This is an optimization exercise on Yosys and OpenROAD, whose aim is small area and a short achievable clock period, not a production implementation.
Function was checked by simulation only, so behaviour that the tests miss may differ from the original.
Power is estimated from default activity; no workload was simulated.

Setup of the baseline:
==> module array_mp, before the edit <==
module array_mp
#(
    parameter int DATA_W = array_mp_pkg::DEFAULT_DATA_W,
    parameter int ADDR_W = array_mp_pkg::DEFAULT_ADDR_W,
    parameter int DEPTH  = 1 << ADDR_W,
    parameter int CH     = array_mp_pkg::DEFAULT_CH,
    parameter int LO_W   = ADDR_W / 2
) (
    input  logic                 clk,
    input  logic                 rst,
    input  logic [CH*ADDR_W-1:0] addr,
    input  logic [CH-1:0]        we,
    input  logic [CH*DATA_W-1:0] di,
    input  logic [CH-1:0]        valid,
    output logic [CH-1:0]        ready,
    output logic [CH*DATA_W-1:0] dout
);
    localparam int HI_W  = ADDR_W - LO_W;
    localparam int NGRP  = 1 << HI_W;
    localparam int GSIZE = 1 << LO_W;
    logic [CH-1:0]         gnt;
    logic [CH-1:0][CH-1:0] blk;         
    logic [CH-1:0][CH-1:0] blk_next;
    logic [CH-1:0] ptr_oh;         
    logic [CH-1:0] ptr_oh_next;
    always_comb begin
        ptr_oh_next = ptr_oh;
        for (int g = 0; g < CH; g++) begin
            if (gnt[g]) ptr_oh_next = CH'(1) << ((g + 1) % CH);
        end
        for (int c = 0; c < CH; c++) begin
            for (int k = 0; k < CH; k++) begin
                blk_next[c][k] = 1'b0;
                for (int q = 0; q < CH; q++) begin
                    if (ptr_oh_next[q] && ((k - q + CH) % CH) < ((c - q + CH) % CH)) begin
                        blk_next[c][k] = ~gnt[k];
                    end
                end
            end
        end
    end
    always_ff @(posedge clk or posedge rst) begin
        if (rst) begin
            ptr_oh <= CH'(1);
            for (int c = 0; c < CH; c++) begin
                for (int k = 0; k < CH; k++) begin
                    blk[c][k] <= (k < c);
                end
            end
        end else begin
            ptr_oh <= ptr_oh_next;
            blk    <= blk_next;
        end
    end
    logic [GSIZE-1:0]  lo_oh;
    logic [NGRP-1:0]   hi_oh;
    logic              sel_we;
    logic [DATA_W-1:0] sel_di;
    logic              hit;
    logic [ADDR_W-1:0] sel_addr;
    logic              wb_v;
    logic [ADDR_W-1:0] wb_addr;
    logic [DATA_W-1:0] wb_d;
    amp_sel #(
        .DATA_W(DATA_W), .ADDR_W(ADDR_W), .CH(CH), .LO_W(LO_W)
    ) u_sel (
        .addr   (addr),
        .we     (we),
        .di     (di),
        .valid  (valid),
        .ready  (ready),
        .blk    (blk),
        .wb_v   (wb_v),
        .wb_addr(wb_addr),
        .gnt    (gnt),
        .hit    (hit),
        .sel_addr(sel_addr),
        .lo_oh  (lo_oh),
        .hi_oh  (hi_oh),
        .sel_we (sel_we),
        .sel_di (sel_di)
    );
    always_ff @(posedge clk) begin
        wb_v    <= sel_we & ~rst;
        wb_addr <= sel_addr;
        wb_d    <= sel_di;
    end
    logic [DEPTH-1:0][DATA_W-1:0] words;
    always_ff @(posedge clk) begin
        for (int w = 0; w < DEPTH; w++) begin
            if (wb_v && wb_addr == ADDR_W'(w)) begin
                words[w] <= wb_d;
            end
        end
    end
    logic [NGRP*2*DATA_W-1:0]     l2;
    logic [NGRP*DATA_W-1:0]       l3;
    logic [4*DATA_W-1:0]          l4;
    logic [2*DATA_W-1:0]          l5;
    for (genvar b = 0; b < DATA_W; b++) begin : g_bit
        for (genvar j = 0; j < NGRP; j++) begin : g_grp
            for (genvar h = 0; h < 2; h++) begin : g_half
                logic [7:0] wv;
                for (genvar k = 0; k < 8; k++) begin : g_w
                    assign wv[k] = words[j*GSIZE + 8*h + k][b];
                end
                amp_ao8 u_l12 (
                    .w(wv),
                    .s(lo_oh[8*h +: 8]),
                    .y(l2[(j*2 + h)*DATA_W + b])
                );
            end
            amp_o21ai u_l3 (
                .a1(l2[(j*2 + 0)*DATA_W + b]), .a2(l2[(j*2 + 1)*DATA_W + b]),
                .b1(hi_oh[j]),
                .y (l3[j*DATA_W + b])
            );
        end
        for (genvar g = 0; g < 4; g++) begin : g_quad
            amp_nand4 u_l4 (
                .a(l3[(4*g + 0)*DATA_W + b]), .b(l3[(4*g + 1)*DATA_W + b]),
                .c(l3[(4*g + 2)*DATA_W + b]), .d(l3[(4*g + 3)*DATA_W + b]),
                .y(l4[g*DATA_W + b])
            );
        end
        for (genvar h = 0; h < 2; h++) begin : g_oct
            amp_nor2 u_l5 (
                .a(l4[(2*h)*DATA_W + b]), .b(l4[(2*h + 1)*DATA_W + b]),
                .y(l5[h*DATA_W + b])
            );
        end
    end
    logic [CH*DATA_W-1:0] dout_next;
    for (genvar c = 0; c < CH; c++) begin : g_ch
        logic xn;
        assign xn = ~(gnt[c] & ~we[c] & ~hit);
        for (genvar b = 0; b < DATA_W; b++) begin : g_b
            logic yn;
            assign yn = ~((gnt[c] & we[c] & di[c*DATA_W + b]) | (gnt[c] & ~we[c] & hit & wb_d[b])
                        | (~gnt[c] & dout[c*DATA_W + b]));
            amp_a32oi u_d (
                .a1(yn), .a2(l5[b]), .a3(l5[DATA_W + b]),
                .b1(yn), .b2(xn),
                .y (dout_next[c*DATA_W + b])
            );
        end
    end
    always_ff @(posedge clk or posedge rst) begin
        if (rst) begin
            ready <= '0;
            dout  <= '0;
        end else begin
            ready <= gnt;
            dout  <= dout_next;
        end
    end
endmodule
Settings: LEC_CHECK=0, CAP_MARGIN=30, CORE_MARGIN=2, CORE_UTILIZATION=40, CTS_CLUSTER_DIAMETER=100, CTS_CLUSTER_SIZE=20, SETUP_SLACK_MARGIN=4.5, SLEW_MARGIN=30, SYNTH_HIERARCHICAL=1, TNS_END_PERCENT=0; clock period 7.5 ns.
standard.sh (not shown) runs the stock make flow with config.mk's settings and CLKGATE_MAP_FILE= SYNTH_SCRIPT=/design/flow/synth_recipe.tcl, a recipe that flattens the netlist after the stock synthesis.
==> flow/flow/run.sh <==
#!/bin/bash
# The standard layout (the standard.sh, ORFS from synthesis to finish) with three changes:
#  - port buffers are buf_4 cells (the default pick is a delay cell), and
#  - timing repair may change a cell's footprint (MATCH_CELL_FOOTPRINT=0), so
#    those port buffers and the logic can be resized freely;
#  - CTS adds no dummy load cells (CTS_CLUSTER_SIZE/DIAMETER from config.mk still apply).
# Each tool's output goes to the ORFS logs under orfs/logs; make's own output to make.log.
set -euo pipefail
cfg() { sed -n "s/^export $1 *= *//p" config.mk | tail -1; }
cts_args="-sink_clustering_enable -repair_clock_nets -dont_use_dummy_load"
cs=$(cfg CTS_CLUSTER_SIZE); cd_=$(cfg CTS_CLUSTER_DIAMETER)
[[ -n "$cs" ]] && cts_args="$cts_args -sink_clustering_size $cs"
[[ -n "$cd_" ]] && cts_args="$cts_args -sink_clustering_max_diameter $cd_"
export BUFFER_PORTS_ARGS="-buffer_cell sky130_fd_sc_hd__buf_4"
export MATCH_CELL_FOOTPRINT=0
export CTS_ARGS="$cts_args"
echo "CTS_ARGS=$CTS_ARGS" > run_settings.log
bash standard.sh \
  "BUFFER_PORTS_ARGS=$BUFFER_PORTS_ARGS" \
  "MATCH_CELL_FOOTPRINT=$MATCH_CELL_FOOTPRINT" \
  "CTS_ARGS=$CTS_ARGS" \
  finish > make.log 2>&1
test -f out/final.def
diff inputs: the baseline => the candidate
==> flow/design.v, changed modules only <==
module array_mp
#(
    parameter int DATA_W = array_mp_pkg::DEFAULT_DATA_W,
    parameter int ADDR_W = array_mp_pkg::DEFAULT_ADDR_W,
    parameter int DEPTH  = 1 << ADDR_W,
    parameter int CH     = array_mp_pkg::DEFAULT_CH,
    parameter int LO_W   = ADDR_W / 2
) (
    input  logic                 clk,
    input  logic                 rst,
    input  logic [CH*ADDR_W-1:0] addr,
    input  logic [CH-1:0]        we,
    input  logic [CH*DATA_W-1:0] di,
    input  logic [CH-1:0]        valid,
    output logic [CH-1:0]        ready,
    output logic [CH*DATA_W-1:0] dout
);
    localparam int HI_W  = ADDR_W - LO_W;
    localparam int NGRP  = 1 << HI_W;
    localparam int GSIZE = 1 << LO_W;
    logic [CH-1:0]         gnt;
    logic [CH-1:0][CH-1:0] blk;         
    logic [CH-1:0][CH-1:0] blk_next;
    logic [CH-1:0] ptr_oh;         
    logic [CH-1:0] ptr_oh_next;
    always_comb begin
        ptr_oh_next = ptr_oh;
        for (int g = 0; g < CH; g++) begin
            if (gnt[g]) ptr_oh_next = CH'(1) << ((g + 1) % CH);
        end
        for (int c = 0; c < CH; c++) begin
            for (int k = 0; k < CH; k++) begin
                blk_next[c][k] = 1'b0;
                for (int q = 0; q < CH; q++) begin
                    if (ptr_oh_next[q] && ((k - q + CH) % CH) < ((c - q + CH) % CH)) begin
                        blk_next[c][k] = ~gnt[k];
                    end
                end
            end
        end
    end
    always_ff @(posedge clk or posedge rst) begin
        if (rst) begin
            ptr_oh <= CH'(1);
            for (int c = 0; c < CH; c++) begin
                for (int k = 0; k < CH; k++) begin
                    blk[c][k] <= (k < c);
                end
            end
        end else begin
            ptr_oh <= ptr_oh_next;
            blk    <= blk_next;
        end
    end
    logic [GSIZE-1:0]  lo_oh;
    logic [NGRP-1:0]   hi_oh;
    logic              sel_we;
    logic [DATA_W-1:0] sel_di;
    logic              hit;
    logic [ADDR_W-1:0] sel_addr;
    logic              wb_v;
    logic [ADDR_W-1:0] wb_addr;
    logic [DATA_W-1:0] wb_d;
    amp_sel #(
        .DATA_W(DATA_W), .ADDR_W(ADDR_W), .CH(CH), .LO_W(LO_W)
    ) u_sel (
        .addr   (addr),
        .we     (we),
        .di     (di),
        .valid  (valid),
        .ready  (ready),
        .blk    (blk),
        .wb_v   (wb_v),
        .wb_addr(wb_addr),
        .gnt    (gnt),
        .hit    (hit),
        .sel_addr(sel_addr),
        .lo_oh  (lo_oh),
        .hi_oh  (hi_oh),
        .sel_we (sel_we),
        .sel_di (sel_di)
    );
    always_ff @(posedge clk) begin
        wb_v    <= sel_we & ~rst;
        wb_addr <= sel_addr;
        wb_d    <= sel_di;
    end
    logic [DEPTH-1:0][DATA_W-1:0] words;
    always_ff @(posedge clk) begin
        for (int w = 0; w < DEPTH; w++) begin
            if (wb_v && wb_addr == ADDR_W'(w)) begin
                words[w] <= wb_d;
            end
        end
    end
    logic [NGRP*2*DATA_W-1:0]     l2;
    logic [NGRP*DATA_W-1:0]       l3;
    logic [4*DATA_W-1:0]          l4;
    for (genvar b = 0; b < DATA_W; b++) begin : g_bit
        for (genvar j = 0; j < NGRP; j++) begin : g_grp
            for (genvar h = 0; h < 2; h++) begin : g_half
                logic [7:0] wv;
                for (genvar k = 0; k < 8; k++) begin : g_w
                    assign wv[k] = words[j*GSIZE + 8*h + k][b];
                end
                amp_ao8 u_l12 (
                    .w(wv),
                    .s(lo_oh[8*h +: 8]),
                    .y(l2[(j*2 + h)*DATA_W + b])
                );
            end
            amp_o21ai u_l3 (
                .a1(l2[(j*2 + 0)*DATA_W + b]), .a2(l2[(j*2 + 1)*DATA_W + b]),
                .b1(hi_oh[j]),
                .y (l3[j*DATA_W + b])
            );
        end
        for (genvar g = 0; g < 4; g++) begin : g_quad
            amp_nand4 u_l4 (
                .a(l3[(4*g + 0)*DATA_W + b]), .b(l3[(4*g + 1)*DATA_W + b]),
                .c(l3[(4*g + 2)*DATA_W + b]), .d(l3[(4*g + 3)*DATA_W + b]),
                .y(l4[g*DATA_W + b])
            );
        end
    end
    logic [4*DATA_W-1:0]  l4_q;
    logic [2*DATA_W-1:0]  l5;
    logic [CH-1:0]        xqn;
    logic [CH*DATA_W-1:0] dqn;
    logic [CH*DATA_W-1:0] dqn_next;
    always_ff @(posedge clk) begin
        l4_q <= l4;
    end
    for (genvar b = 0; b < DATA_W; b++) begin : g_oct_b
        for (genvar h = 0; h < 2; h++) begin : g_oct
            amp_nor2 u_l5 (
                .a(l4_q[(2*h)*DATA_W + b]), .b(l4_q[(2*h + 1)*DATA_W + b]),
                .y(l5[h*DATA_W + b])
            );
        end
    end
    for (genvar c = 0; c < CH; c++) begin : g_ch
        for (genvar b = 0; b < DATA_W; b++) begin : g_b
            amp_a32oi u_d (
                .a1(dqn[c*DATA_W + b]), .a2(l5[b]), .a3(l5[DATA_W + b]),
                .b1(dqn[c*DATA_W + b]), .b2(xqn[c]),
                .y (dout[c*DATA_W + b])
            );
            assign dqn_next[c*DATA_W + b] = ~(gnt[c] ? (we[c] ? di[c*DATA_W + b] : (hit & wb_d[b]))
                                                     : dout[c*DATA_W + b]);
        end
    end
    always_ff @(posedge clk or posedge rst) begin
        if (rst) begin
            ready <= '0;
            xqn   <= '1;
            dqn   <= '1;
        end else begin
            ready <= gnt;
            for (int c = 0; c < CH; c++) begin
                xqn[c] <= ~(gnt[c] & ~we[c] & ~hit);
            end
            dqn   <= dqn_next;
        end
    end
endmodule
Findings:
- [the candidate vs the baseline] utilization: lower in the candidate
- Proportion of layout cells with a drive suffix above 1: lower on the candidate
- Time the final worst path needs with I/O delays and setup: the candidate < the baseline
- Re total global routing overflow: no difference whatsoever between the candidate and the baseline.
- ~same number of placed instances with taps included in the baseline and the candidate
- On total power, the candidate does better than the baseline.
- The candidate vs the baseline — maximum fanout count along the critical path climbed by more than 100%
- NOTE: top achievable clock speed in the candidate exceeds that of the baseline
- Per the comparison of the candidate with the baseline, via-per-instance ratio -3.8%; flop-to-flop setup slack +0.37 ns.
- Delta (the candidate minus the baseline): count of routing violations after the opening detailed-route iteration now sits lower; slack of the critical path picked up an extra 0.15 ns; minimum setup slack after placement saw an increase; relative area change from synthesis to final layout went down by 2.9 points.

separate check: timing with driven ports:
In the flow no input, the clock included, has a driving cell. The finished layouts below were timed again as built, in two steps.
Step 1, drivers: a clkbuf_16 drives clk and a buf_2 each remaining input, both assumed.
Step 2 adds t to the input delays and takes it off the output delays; t is the mean of the earliest and latest rising clock arrival at the registers after step 1. Input paths then give back, and output paths get back, about the clock's delay inside the block.
Three values: ideal, step 1, step 2; two values: the first two.
| run | shift t [ns] | setup WS [ns] | latest minus earliest clock arrival (ns) |
|---|---|---|---|
| the baseline | 0.850 | 3.747 / 3.609 / 2.759 | 0.150 / 0.150 |
| the candidate | 0.854 | 3.901 / 3.945 / 3.091 | 0.079 / 0.078 |
After both steps setup and hold are still met in every run listed. The setup slack of the baseline, which loses most, moves by -0.138 ns with the drivers and by -0.988 ns with both steps.
